Background: an optimization exercise with open tools, aiming at small area. Do not read the settings as production practice.
The RTL was checked by simulation tests, not by an equivalence proof against the original design.
Power and IR drop assume default switching activity.

== wip/juniper ==
==> flow/design.v <==
module prb_ao22 (input logic a, b, c, d, output logic y);
   assign y = (a & b) | (c & d);
endmodule
module prb_aoi222 (input logic a, b, c, d, e, f, output logic y);
   assign y = ~((a & b) | (c & d) | (e & f));
endmodule
module prb_nand2 (input logic a, b, output logic y);
   assign y = ~(a & b);
endmodule
module prb_nand3 (input logic a, b, c, output logic y);
   assign y = ~(a & b & c);
endmodule
module prb_or2 (input logic a, b, output logic y);
   assign y = a | b;
endmodule
module prb_inv (input logic a, output logic y);
   assign y = ~a;
endmodule
module prb_rowsel (
   input  logic [15:0] sel,
   input  logic [15:0] d,
   output logic        q
);
   logic [5:0] g;
   logic [1:0] h;
   for (genvar k = 0; k < 5; k++) begin : g_grp
      prb_aoi222 u (.a(sel[3*k]), .b(d[3*k]), .c(sel[3*k+1]), .d(d[3*k+1]),
                    .e(sel[3*k+2]), .f(d[3*k+2]), .y(g[k]));
   end
   prb_nand2 u_last (.a(sel[15]), .b(d[15]), .y(g[5]));
   prb_nand3 u_h0 (.a(g[0]), .b(g[1]), .c(g[2]), .y(h[0]));
   prb_nand3 u_h1 (.a(g[3]), .b(g[4]), .c(g[5]), .y(h[1]));
   prb_or2   u_o  (.a(h[0]), .b(h[1]), .y(q));
endmodule
module prb_portsel (
   input  logic [3:0] sel,
   input  logic [3:0] d,
   input  logic       hold,
   input  logic       q,
   output logic       y
);
   logic n0, n1, n2;
   prb_aoi222 u0 (.a(sel[0]), .b(d[0]), .c(sel[1]), .d(d[1]), .e(sel[2]), .f(d[2]), .y(n0));
   prb_nand2  u1 (.a(sel[3]), .b(d[3]), .y(n1));
   prb_nand2  u2 (.a(hold), .b(q), .y(n2));
   prb_nand3  u3 (.a(n0), .b(n1), .c(n2), .y(y));
endmodule
module para_ram_banked #(
   parameter int ADDR_WIDTH = 6,
   parameter int DATA_WIDTH = 24,
   parameter int NUM_PORTS  = 2,
   parameter int BANK_BITS  = 2
) (
   input  logic                            clk,
   input  logic                            rst_n,
   input  logic [NUM_PORTS-1:0]            req,
   input  logic [NUM_PORTS-1:0]            we,
   input  logic [NUM_PORTS*ADDR_WIDTH-1:0] addr,
   input  logic [NUM_PORTS*DATA_WIDTH-1:0] wdata,
   input  logic [NUM_PORTS*(DATA_WIDTH/8)-1:0] wmask,
   output logic [NUM_PORTS-1:0]            gnt,
   output logic [NUM_PORTS-1:0]            rvalid,
   output logic [NUM_PORTS*DATA_WIDTH-1:0] rdata,
   output logic                            init_busy
);
   localparam int NB    = 4;
   localparam int ROWS  = 16;
   localparam int LANES = 3;
   localparam int DW    = 24;
   logic            state_q;    
   logic [3:0]      cnt_q;
   logic [NB-1:0]   ptr_q;
   logic [1:0]      rvalid_q;
   logic [2*DW-1:0] rdata_q;
   logic [NB*ROWS*DW-1:0] mem_q;
   logic            run, clr;
   logic [1:0]      bk0, bk1;
   logic [3:0]      rw0, rw1, wrow0;
   logic            conflict;
   logic            g0, g1, rd0, rd1;
   assign bk0 = addr[1:0];
   assign rw0 = addr[5:2];
   assign bk1 = addr[7:6];
   assign rw1 = addr[11:8];
   assign clr       = ~state_q;
   assign run       = state_q & rst_n;
   assign init_busy = ~run;
   assign rvalid    = rvalid_q;
   assign rdata     = rdata_q;
   assign conflict = req[0] & req[1] & (bk0 == bk1);
   assign g0  = run & req[0] & ~(conflict & ptr_q[bk0]);
   assign g1  = run & req[1] & ~(conflict & ~ptr_q[bk1]);
   assign gnt = {g1, g0};
   assign rd0 = g0 & ~we[0];
   assign rd1 = g1 & ~we[1];
   assign wrow0 = clr ? cnt_q : rw0;
   logic [ROWS-1:0] d0, d1;
   always_comb
      for (int r = 0; r < ROWS; r++) begin
         d0[r] = wrow0 == 4'(r);
         d1[r] = rw1 == 4'(r);
      end
   logic [NB-1:0]    o0, o1, w0, w1;
   logic [LANES-1:0] wl0 [NB], wl1 [NB];
   always_comb
      for (int b = 0; b < NB; b++) begin
         o0[b] = g0 & (bk0 == 2'(b));
         o1[b] = g1 & (bk1 == 2'(b));
         w0[b] = o0[b] & we[0];
         w1[b] = o1[b] & we[1];
         for (int l = 0; l < LANES; l++) begin
            wl0[b][l] = clr | (w0[b] & wmask[l]);
            wl1[b][l] = w1[b] & wmask[LANES+l];
         end
      end
   logic [DW-1:0]   bank_wd [NB];
   logic [DW-1:0]   bank_rd [NB];
   logic [NB*ROWS*DW-1:0] mem_d;
   for (genvar b = 0; b < NB; b++) begin : g_bank
      logic [ROWS-1:0] rsel;
      for (genvar i = 0; i < DW; i++) begin : g_wd
         prb_ao22 u_wd (.a(w0[b]), .b(wdata[i]), .c(w1[b]), .d(wdata[DW+i]), .y(bank_wd[b][i]));
      end
      for (genvar r = 0; r < ROWS; r++) begin : g_row
         prb_ao22 u_rs (.a(o0[b]), .b(d0[r]), .c(o1[b]), .d(d1[r]), .y(rsel[r]));
         for (genvar l = 0; l < LANES; l++) begin : g_lane
            logic en_n, en;
            prb_ao22 u_en (.a(wl0[b][l]), .b(d0[r]), .c(wl1[b][l]), .d(d1[r]), .y(en));
            prb_inv  u_ei (.a(en), .y(en_n));
            for (genvar k = 0; k < 8; k++) begin : g_bit
               prb_ao22 u_m (.a(en), .b(bank_wd[b][8*l+k]), .c(en_n), .d(mem_q[(b*ROWS+r)*DW+8*l+k]),
                             .y(mem_d[(b*ROWS+r)*DW+8*l+k]));
            end
         end
      end
      for (genvar i = 0; i < DW; i++) begin : g_rd
         logic [ROWS-1:0] col;
         for (genvar r = 0; r < ROWS; r++) begin : g_col
            assign col[r] = mem_q[(b*ROWS+r)*DW+i];
         end
         prb_rowsel u_rd (.sel(rsel), .d(col), .q(bank_rd[b][i]));
      end
   end
   logic [NB-1:0]   ps0, ps1;
   logic            h0, h1;
   logic [2*DW-1:0] rdata_d;
   always_comb
      for (int b = 0; b < NB; b++) begin
         ps0[b] = rd0 & (bk0 == 2'(b));
         ps1[b] = rd1 & (bk1 == 2'(b));
      end
   assign h0 = rst_n & ~rd0;
   assign h1 = rst_n & ~rd1;
   for (genvar i = 0; i < DW; i++) begin : g_port
      prb_portsel u_p0 (.sel(ps0), .d({bank_rd[3][i], bank_rd[2][i], bank_rd[1][i], bank_rd[0][i]}),
                        .hold(h0), .q(rdata_q[i]), .y(rdata_d[i]));
      prb_portsel u_p1 (.sel(ps1), .d({bank_rd[3][i], bank_rd[2][i], bank_rd[1][i], bank_rd[0][i]}),
                        .hold(h1), .q(rdata_q[DW+i]), .y(rdata_d[DW+i]));
   end
   always_ff @(posedge clk) begin
      rdata_q  <= rdata_d;
      rvalid_q <= {rd1, rd0};
      if (!rst_n) begin
         state_q <= 1'b0;
         cnt_q   <= '0;
         ptr_q   <= '0;
      end else begin
         if (clr) begin
            cnt_q <= cnt_q + 1'b1;
            if (cnt_q == 4'd15) state_q <= 1'b1;
         end
         for (int b = 0; b < NB; b++) begin
            if (o0[b]) ptr_q[b] <= 1'b1;
            if (o1[b]) ptr_q[b] <= 1'b0;
         end
      end
   end
   always_ff @(posedge clk)
      mem_q <= mem_d;
endmodule
==> flow/config.mk <==
export PLATFORM = sky130hd
export DESIGN_NAME = para_ram_banked
export DESIGN_NICKNAME = para_ram_banked
export VERILOG_FILES = /design/flow/design.v
export SDC_FILE = /design/flow/constraint.sdc
export NUM_CORES = 4
export LEC_CHECK = 0
export CAP_MARGIN = 20
export CORE_MARGIN = 2
export CORE_UTILIZATION = 60
export CTS_CLUSTER_DIAMETER = 50
export CTS_CLUSTER_SIZE = 25
export SLEW_MARGIN = 20
export SYNTH_HIERARCHICAL = 1
==> flow/constraint.sdc <==
create_clock -name core_clock -period 6.0 [get_ports {clk}]
set_input_delay 1.2000 -clock core_clock [delete_from_list [all_inputs] [get_ports {clk}]]
set_output_delay 1.2000 -clock core_clock [all_outputs]
set_load 0.01 [all_outputs]
standard.sh (not shown) runs the stock make flow with config.mk's settings and CLKGATE_MAP_FILE= SYNTH_SCRIPT=/design/flow/synth_recipe.tcl, a recipe that flattens the netlist after the stock synthesis.
==> flow/flow/run.sh <==
#!/bin/bash
# The standard layout (standard.sh), with two changes:
#  - ports are buffered with the smallest buffer (buf_1) instead of the default choice;
#  - clock tree synthesis inserts no dummy loads.
# The make output goes to flow.log; each ORFS step keeps its own log under orfs/logs/.
set -euo pipefail
export BUFFER_PORTS_ARGS="-buffer_cell sky130_fd_sc_hd__buf_1"
export CTS_ARGS="-sink_clustering_enable -repair_clock_nets -sink_clustering_size 25 -sink_clustering_max_diameter 50 -dont_use_dummy_load"
bash standard.sh > flow.log 2>&1
wip/juniper: PASS, flow complete, no timing, DRC or antenna violations
Setup changes, wip/juniper to wip/quartz
- clearing CTS_CLUSTER_SIZE, which used to be 25
- clearing CTS_CLUSTER_DIAMETER, which used to be 50
- swapping 60 for 65 in CORE_UTILIZATION
==> flow/run.sh (new file) <==
#!/bin/bash
# synth_recipe.tcl (not shown) runs the flow's synth.tcl, then flattens the netlist and writes it again
# the make line also repeats each setting of config.mk as NAME=value (left out here)
make -C /OpenROAD-flow-scripts/flow DESIGN_CONFIG=/design/flow/config.mk WORK_HOME=/design/flow/orfs CLKGATE_MAP_FILE= SYNTH_SCRIPT=/design/flow/synth_recipe.tcl finish
removed: flow/flow/run.sh
removed: flow/standard.sh
## What came out
Of wip/quartz and wip/juniper, it is wip/quartz that has the lower die area. Compared with wip/juniper, in wip/quartz final design utilization increased by 8.7 points relative to the old numbers; portion of total power attributed to combinational logic held; maximum fanout encountered on the critical timing path went down by 7; critical path depth has increased. Cmp wip/quartz and wip/juniper / area growth from synthesis to final layout / lower: wip/juniper. wip/quartz ended up with a higher arrival time reported for the critical path endpoint than wip/juniper did.
The inputs of wip/violet differ from those of wip/quartz as listed below.
- setting CTS_CLUSTER_SIZE to 25 for the first time
- changing CORE_UTILIZATION from 65 to 60
- setting CTS_CLUSTER_DIAMETER to 50 for the first time
--- outcome ---
- Reported for wip/quartz and wip/violet, final hold violation count turned out identical to the last digit.
- Route | wip/violet vs wip/quartz | wire shorter in wip/violet
- wip/violet vs wip/quartz on share of the cycle needed by the critical path after routing: wip/violet is the lower one.

-- static timing again, ports no longer ideal --
How much do the figures lean on ideal ports? The routed layouts below were timed once more, with nothing changed but the port constraints.
Step 1 assumes that a clkbuf_16 drives the clock port and a buf_2 every other input.
Step 2 adds t to the input delays and takes it off the output delays; t is the mean of the earliest and latest rising clock arrival at the registers after step 1. Input paths then give back, and output paths get back, about the clock's delay inside the block.
Three values: ideal ports, drivers, drivers and shift; two values: the first two.
run	shift t [ns]	setup WS [ns]	hold slack, ns	pins driven straight from the clock port
wip/juniper	0.803	1.015 / 1.054 / 0.259	0.469 / 0.469 / 0.469	1
wip/quartz	0.857	0.717 / 0.740 / -0.118	0.469 / 0.469 / 0.469	1
wip/violet	0.841	0.885 / 0.864 / 0.173	0.472 / 0.472 / 0.472	1
With both steps, setup timing fails in wip/quartz, where it was met with ideal ports. The setup slack of wip/quartz, which loses most, moves by +0.023 ns with the drivers and by -0.835 ns with both steps.
